Context: an optimization exercise on an open-source flow, tuned for small area and few clock cycles per item. The choices shown serve that exercise and are no tape-out recipe. Function was not checked in any run shown here: the RTL went through the layout flow alone. Power is estimated from default activity; no workload was simulated.

==> flow/design.v (outline; a module is shown in full before it is edited, if it fits) <==
// module bbp_tables: 18 lines
// module bbp_mac: 1320 lines
// module bbp_resolve: 9 lines
// module bbp_fa: 10 lines
// module bbp_ha: 9 lines
// module bbp_bpp: 10 lines
// module barrier_basket_payoff: 180 lines
module barrier_basket_payoff #(
  parameter int unsigned MAX_ASSETS = bbp_pkg::MaxAssetsDefault,
  parameter int unsigned MAX_STEPS  = bbp_pkg::MaxStepsDefault
) (
  input  wire                                clk_i,
  input  wire                                rst_ni,
  input  wire                                cfg_we_i,
  input  wire  [bbp_pkg::CfgIdxW-1:0]        cfg_idx_i,
  input  wire  [bbp_pkg::CfgW-1:0]           cfg_data_i,
  input  wire                                s_axis_tvalid,
  output logic                               s_axis_tready,
  input  wire  [bbp_pkg::InDataW-1:0]        s_axis_tdata,
  input  wire                                s_axis_tuser,
  input  wire                                s_axis_tlast,
  output logic                               m_axis_tvalid,
  input  wire                                m_axis_tready,
  output logic [bbp_pkg::PriceW-1:0]         m_axis_tdata,
  output logic                               m_axis_tuser
);
  // ...
==> flow/run.sh <==
#!/bin/bash
# synth_recipe.tcl (not shown) runs the flow's synth.tcl, then flattens the netlist and writes it again
# the make line also repeats each setting of config.mk as NAME=value (left out here)
make -C /OpenROAD-flow-scripts/flow DESIGN_CONFIG=/design/flow/config.mk WORK_HOME=/design/flow/orfs CLKGATE_MAP_FILE= SYNTH_SCRIPT=/design/flow/synth_recipe.tcl finish
==> flow/config.mk <==
export PLATFORM = sky130hd
export DESIGN_NAME = barrier_basket_payoff
export DESIGN_NICKNAME = barrier_basket_payoff
export VERILOG_FILES = /design/flow/design.v
export SDC_FILE = /design/flow/constraint.sdc
export NUM_CORES = 4
export LEC_CHECK = 0
export CAP_MARGIN = 20
export CORE_MARGIN = 2
export CORE_UTILIZATION = 40
export CTS_BUF_LIST = sky130_fd_sc_hd__clkbuf_4 sky130_fd_sc_hd__clkbuf_8
export SLEW_MARGIN = 20
export SYNTH_HIERARCHICAL = 1
export SYNTH_MINIMUM_KEEP_SIZE = 0
==> flow/constraint.sdc <==
create_clock -name core_clock -period 10.0 [get_ports {clk_i}]
set_input_delay 2.0000 -clock core_clock [delete_from_list [all_inputs] [get_ports {clk_i}]]
set_output_delay 2.0000 -clock core_clock [all_outputs]
set_load 0.01 [all_outputs]
==> run summary, run 1 <==
Measured against its own limit, the worst slew margin works out to 0.248. Counting along the longest clock path gives a buffer depth of 3. Walking the worst path, the cells encountered are nand3_2, nor2_1, buf_4, a22o_1, a221oi_1, nand4_1, nand2b_1, o21ai_4, buf_4, a22oi_2, xnor2_1, fa_1, fa_1, fa_1, fa_1, fa_2, fa_2, fa_2, fa_2, fa_2, fa_2, fa_2, fa_2.

The via count of the first global-routing pass came to 37700. The power density relative to cell area came out at 198 nW/um2. For the worst-skew pair, the clock arrives at the later sink with an insertion delay of 0.94 ns. The total of plain and repair buffers excluding clock buffers is 333. The kind of cell adding the most delay to the critical path is adder cells.

The routed length per instance came out at 23.7 um. The die height came out at 378 um. The final antenna-violating net count came out at 0.

The most used flip-flop cell after synthesis is dfxtp_1. The distinct cell type count of the synthesized netlist is 73. The slowest stage of the critical path is the nor2_1 cell. The net switching power is 3.29 mW. The worst-case reg-to-reg path depth came out at 23. The post-route worst setup slack is 0.596 ns.

The fraction of post-synthesis cell area in the top cell type by area came out at 0.495. The synthesized netlist occupies a cell area of 56000 um2. The number of DRC violations after detailed-routing iteration 0 came out at 2176. The share of total power dissipated in the clock network is 0.402. The xor/xnor cell area share of the yosys netlist is 0.0518.

The number of cells on the critical path is 23. The final-layout worst hold slack is 0.325 ns. In this run the worst setup path terminates at sum_q[38]. The fraction of registers with async set or reset after synthesis came out at 0.0287.

The run finished with no timing, DRC or antenna violations. The layout net count came out at 5136. Together, buffers and inverters on the worst path number 2. The number of placed instances, taps included came out at 6172.

The commonest cells after synthesis are 1387 x dfxtp_1, 320 x a22o_1, 320 x fa_1. The most critical setup path has its startpoint at s1_acc_q. The post-synthesis simple-gate area fraction is 0.0428. The most used cell along the critical path is fa_2. Subtracting the final worst setup slack from the clock period gives 9.40 ns. The starting utilization of the core area came out at 0.402. Clock skew on the completed layout was measured at 0.0540 ns.

Dividing the detail-routed via count by the number of cells gives 5.38. Setup repair after global routing left no endpoint under its margin. The initial antenna violation count came out at 5.
==> run 2, diff against run 1 <==
--- a/flow/config.mk
+++ b/flow/config.mk
@@ -9,5 +9,7 @@
 export CORE_MARGIN = 2
 export CORE_UTILIZATION = 40
-export CTS_BUF_LIST = sky130_fd_sc_hd__clkbuf_4 sky130_fd_sc_hd__clkbuf_8
+export CTS_BUF_LIST = sky130_fd_sc_hd__clkbuf_8 sky130_fd_sc_hd__clkbuf_16
+export CTS_CLUSTER_DIAMETER = 100
+export CTS_CLUSTER_SIZE = 30
 export SLEW_MARGIN = 20
 export SYNTH_HIERARCHICAL = 1
==> run 2 against run 1 <==
Still clean on timing, DRC and antenna. Via count fell by 3.5%. Sequential power is essentially flat. Worst hold slack improved by 0.0019 ns. Cell area decreased by 4.6%. Clock skew grew 0.00055 ns. Combinational power hardly changed. Die area did not move. Sequential cell count did not move. Critical path type unchanged. Largest cell class unchanged. Highest routed layer unchanged.
==> run summary, run 2 <==
Most instantiated cells after synthesis: 1387 x dfxtp_1, 320 x a22o_1, 320 x fa_1 (unchanged). The overall die width came out at 378 um (unchanged). The endpoint type of the worst setup path is a register (unchanged). The required time reported for the critical path endpoint is 10.63 ns (was 10.85 ns). The prevailing post-synth register cell is dfxtp_1 (unchanged).

The combinational share of power came out at 0.134 (was 0.111). The flip-flop and latch count after synthesis is 1462 (unchanged). The post-synthesis instance area is 56000 um2 (unchanged). The power density relative to cell area is 172 nW/um2 (was 198 nW/um2). The number of sinks on the clock net is 1462 (unchanged). Result of the run: complete, no violations (unchanged). The transition time of the tightest slew-check pin came to 1.12 ns (about the same). The starting utilization of the core area was 0.402 (unchanged). The gate count after technology mapping is 4125 (unchanged). The distinct cell type count of the synthesized netlist is 73 (unchanged). The via count of the first global-routing pass is 35900 (was 37700). The clock latency on the worst-skew pair is 0.73 ns (was 0.94 ns). The number of flip-flops in the largest register came out at 1280 (unchanged). The quantity of hold-fixing buffers added after cts is 0 (unchanged). The root buffer selected by CTS is clkbuf_16 (was clkbuf_8). Biggest regs: ring_q x1280, sum_q x64 (unchanged). The layout net count came to 4976 (was 5136). The count of endpoints failing setup in the final report came out at 0 (unchanged). The final antenna-violating net count came out at 0 (unchanged). The routed via count is 34100 (was 35300). Top library cells by usage in the layout, fill and taps aside: 1383 x dfxtp_1, 320 x a22o_1, 312 x a221oi_1 (unchanged). The initial antenna violation count is 5 (unchanged).

The overall die area came to 143000 um2 (unchanged). The final worst-path cycle share came out at 0.946 (was 0.940). The core utilization of the finished layout came out at 0.449 (was 0.470). The number of endpoints with negative hold slack in the final report came out at 0 (unchanged). The global-route wire length before repair was 229 mm (was 235 mm).

The number of DRC violations after detailed-routing iteration 0 is 2281 (was 2176). The maximum achievable frequency is 0.106 GHz (about the same). The cell type with the highest aggregate area in the netlist is dfxtp_1 (unchanged). The flip-flop and latch area was 29800 um2 (unchanged). The sequential element share of the synthesized area is 0.532 (unchanged). The pin count of the biggest net entering global routing is 54 (unchanged). The total iterations of the first detailed-routing run is 8 (was 7). The wire length after detailed routing is 152 mm (was 156 mm). The routed length per instance came to 24.4 um (was 23.7 um).

The worst slew margin relative to its limit came out at 0.253 (was 0.248). The sort of element at the start of the critical path is a register (unchanged). The average cell area after synthesis is 13.6 um2 (unchanged). The total global routing overflow came out at 0 (unchanged). The fraction of post-synthesis cell area in the top cell type by area came out at 0.495 (unchanged). The footprint of the multi-input gates is 25200 um2 (unchanged). The detailed-placement wirelength estimate is 99.5 mm (unchanged).

The sequential fraction of design power came to 0.586 (was 0.486). The number of placed instances, taps included came out at 6172 (unchanged). The final-layout worst hold slack came to 0.327 ns (was 0.325 ns). The switching power as a share of total power came out at 0.267 (was 0.254).

Synth top area cells: dfxtp_1 50%, fa_1 11%, a22oi_2 5.9% (unchanged). The number of flops mapped to enable cells by yosys came out at 33 (unchanged). The fraction of registers with async set or reset after synthesis is 0.0287 (unchanged). The count of warnings emitted by yosys is 8 (unchanged).

The overall routing resource usage is 0.212 (was 0.218). The post-route DRC violation count came out at 0 (unchanged). The clock network fraction of total power was 0.280 (was 0.402). The CTS H-tree depth was 2 (was 4). The category of the most critical setup path is reg2reg (unchanged).

The number of buffers between clock root and the deepest sink was 3 (unchanged). The leakage power is 23.8 nW (was 25.5 nW). The largest voltage drop on the vdd net came out at 0.141 mV (was 0.140 mV). The total of fill cells in the finished design came to 12700 (was 12400). The average vias per placed instance came out at 5.45 (was 5.38). The clock-pin slew on the worst setup and hold paths came to 0.11 ns (was 0.07 ns). The routability congestion estimate from global placement came out at 0.849 (unchanged). The maximum net fanout on the critical path came out at 18 (unchanged). The worst endpoint data arrival time came out at 10.09 ns (was 10.25 ns). The count of input and output buffers came out at 185 (unchanged). The clock tree skew after final layout was 0.0545 ns (was 0.0540 ns). The internal power came out at 7.88 mW (was 9.67 mW). The most frequent standard cell in the layout excluding fill and tap cells is dfxtp_1 (unchanged).

The proportion of layout cells with a drive suffix above 1 is 0.161 (was 0.217). The final count of pins violating max slew is 0 (unchanged). The total CTS buffers came out at 60 (was 220). The core footprint is 139000 um2 (unchanged). The register name with the most flops is ring_q (unchanged). The most used standard cell by instance count after synthesis is dfxtp_1 (unchanged).

The non-filler instance count after layout came to 6250 (was 6566). The time the final worst path needs with I/O delays and setup is 9.46 ns (was 9.40 ns). The number of instances resized during post-cts repair was 0 (unchanged). The total of max-cap violations is 0 (unchanged). The area growth from synthesis to layout came out at 11.5% (was 16.9%). The row count was 137 (unchanged).

The clock tree from TritonCTS is built (unchanged). The classification of the worst-slack hold path is reg2reg (unchanged). Setup repair after global routing missed its margin: no (unchanged).

The die height is 378 um (unchanged). The net switching power is 2.87 mW (was 3.29 mW). The number of top-level pins was 188 (unchanged). The post-CTS setup buffer count came to 0 (unchanged). The reg-to-reg setup timing slack came out at 0.54 ns (was 0.60 ns).
-- run 2: cell types whose count changed in the layout (fill, tap and decap cells not counted), sizes merged --
cell,change
inv,-1
bufinv,-6
clkinvlp,-7
clkbuf,-295
clkinv,-7
-- run 2: layout make-up --
class	instances	share of cell area
sequential	1462	0.477
multi-input combinational	2405	0.403
timing repair buffer	333	0.0484
tap	1876	0.0375
clock buffer	60	0.0240
inverter	97	0.00582
clock inverter	16	0.00436
antenna	1	0.0000400
-- run 2: power by group through the flow --
stage / combinational [mW] / sequential (mW) / clock (mW)
detailed placement: 1.46 / 6.43 / 0
global route: 1.64 / 6.33 / 3.27
global placement: 1.42 / 6.42 / 0
CTS: 1.47 / 6.30 / 3.09
floorplan: 0.996 / 6.38 / 0
finish: 1.44 / 6.30 / 3.01
-- run 2: per-stage QoR --
stage | cell area (um2) | TNS (ns) | worst slack [ns] | power (mW)
2_1_floorplan | 56400 | -37.43 | -2.23 | 7.38
3_3_place_gp | 60700 | 0 | 0.586 | 7.85
3_5_place_dp | 60700 | 0 | 0.502 | 7.89
4_1_cts | 62500 | 0 | 0.434 | 10.9
5_1_grt | 62500 | 0 | 0.215 | 11.2
6_report | 62500 | 0 | 0.540 | 10.7
-- run 2: critical path, cell delays in order (launching register included) --
cell	delay, ns
dfrtp_1	0.64
nand3_2	0.18
nor2_1	0.87
buf_4	0.33
a22o_1	0.15
a221oi_1	0.05
nand4_1	0.42
nand2b_1	0.18
o21ai_4	0.77
buf_4	0.36
a22oi_2	0.08
xnor2_1	0.17
fa_1	0.45
fa_1	0.47
fa_1	0.51
fa_1	0.52
fa_2	0.42
fa_2	0.38
fa_2	0.38
fa_2	0.38
fa_2	0.38
fa_2	0.38
fa_2	0.37
fa_2	0.52
-- run 2: Yosys stat by module, one instance, submodules excluded, a selection --
module | times used | cell area [um2]
barrier_basket_payoff | 1 | 34600
bbp_resolve | 1 | 1250
bbp_mac | 1 | 354
bbp_bpp | 264 | 21.3
bbp_fa | 319 | 20.0
bbp_ha | 56 | 12.5
-- run 2: worst paths after layout --
kind                               from           end  depth (start not counted)
min reg2reg                ring_q[1175]  ring_q[1255]                          0
max                            s1_acc_q     sum_q[38]                         23
min                        ring_q[1175]  ring_q[1255]                          0
max reg2reg                    s1_acc_q     sum_q[38]                         23
min in group asynchronous        rst_ni    elast_q[6]                          1
max in group asynchronous        rst_ni      s1_acc_q                          1
-- run 2: cells by family (layout without fill, tap and decap cells) --
logic type	count (synthesis)	count (layout)	share of synthesized area
multiplexers	99	99	0.0199
AO/OA/AOI/OAI	1049	1049	0.176
other	2	40	0.000134
flip-flops	1462	1462	0.532
adder cells (fa/ha/maj)	464	464	0.146
AND/OR/NAND/NOR	424	424	0.0428
XOR/XNOR	330	330	0.0518
buffers and inverters	295	506	0.0309
-- run 2: routing by layer --
metal,part of all wire,track usage
met4,0.024,0.0543
met2,0.48,0.353
met1,0.46,0.291
met5,0,0
met3,0.044,0.0251

port drivers added, routing unchanged:
How much do the figures lean on ideal ports? The routed layouts below were timed once more, with nothing changed but the port constraints. Step 1 (the two cells are an assumption about what drives the block):
set clk [get_ports {clk_i}]
set_driving_cell -lib_cell sky130_fd_sc_hd__clkbuf_16 $clk
set_driving_cell -lib_cell sky130_fd_sc_hd__buf_2 [delete_from_list [all_inputs] $clk]
Step 2 moves the port delays by t, midway between the first and last clock arrival at a register: inputs arrive t later, outputs are due t later. That takes back most of the time a late clock gives input paths. Three values: ideal ports, drivers, drivers and shift; two values: the first two.
run | t, ns | setup WS [ns] | worst register clock-pin slew, ns | worst data-port slew with drivers (ns)
run 1 | 0.986 | 0.596 / 0.596 / 0.596 | 0.07 / 0.07 | 0.06
run 2 | 0.774 | 0.540 / 0.540 / 0.540 | 0.12 / 0.12 | 0.06
After both steps every run listed still meets setup and hold.
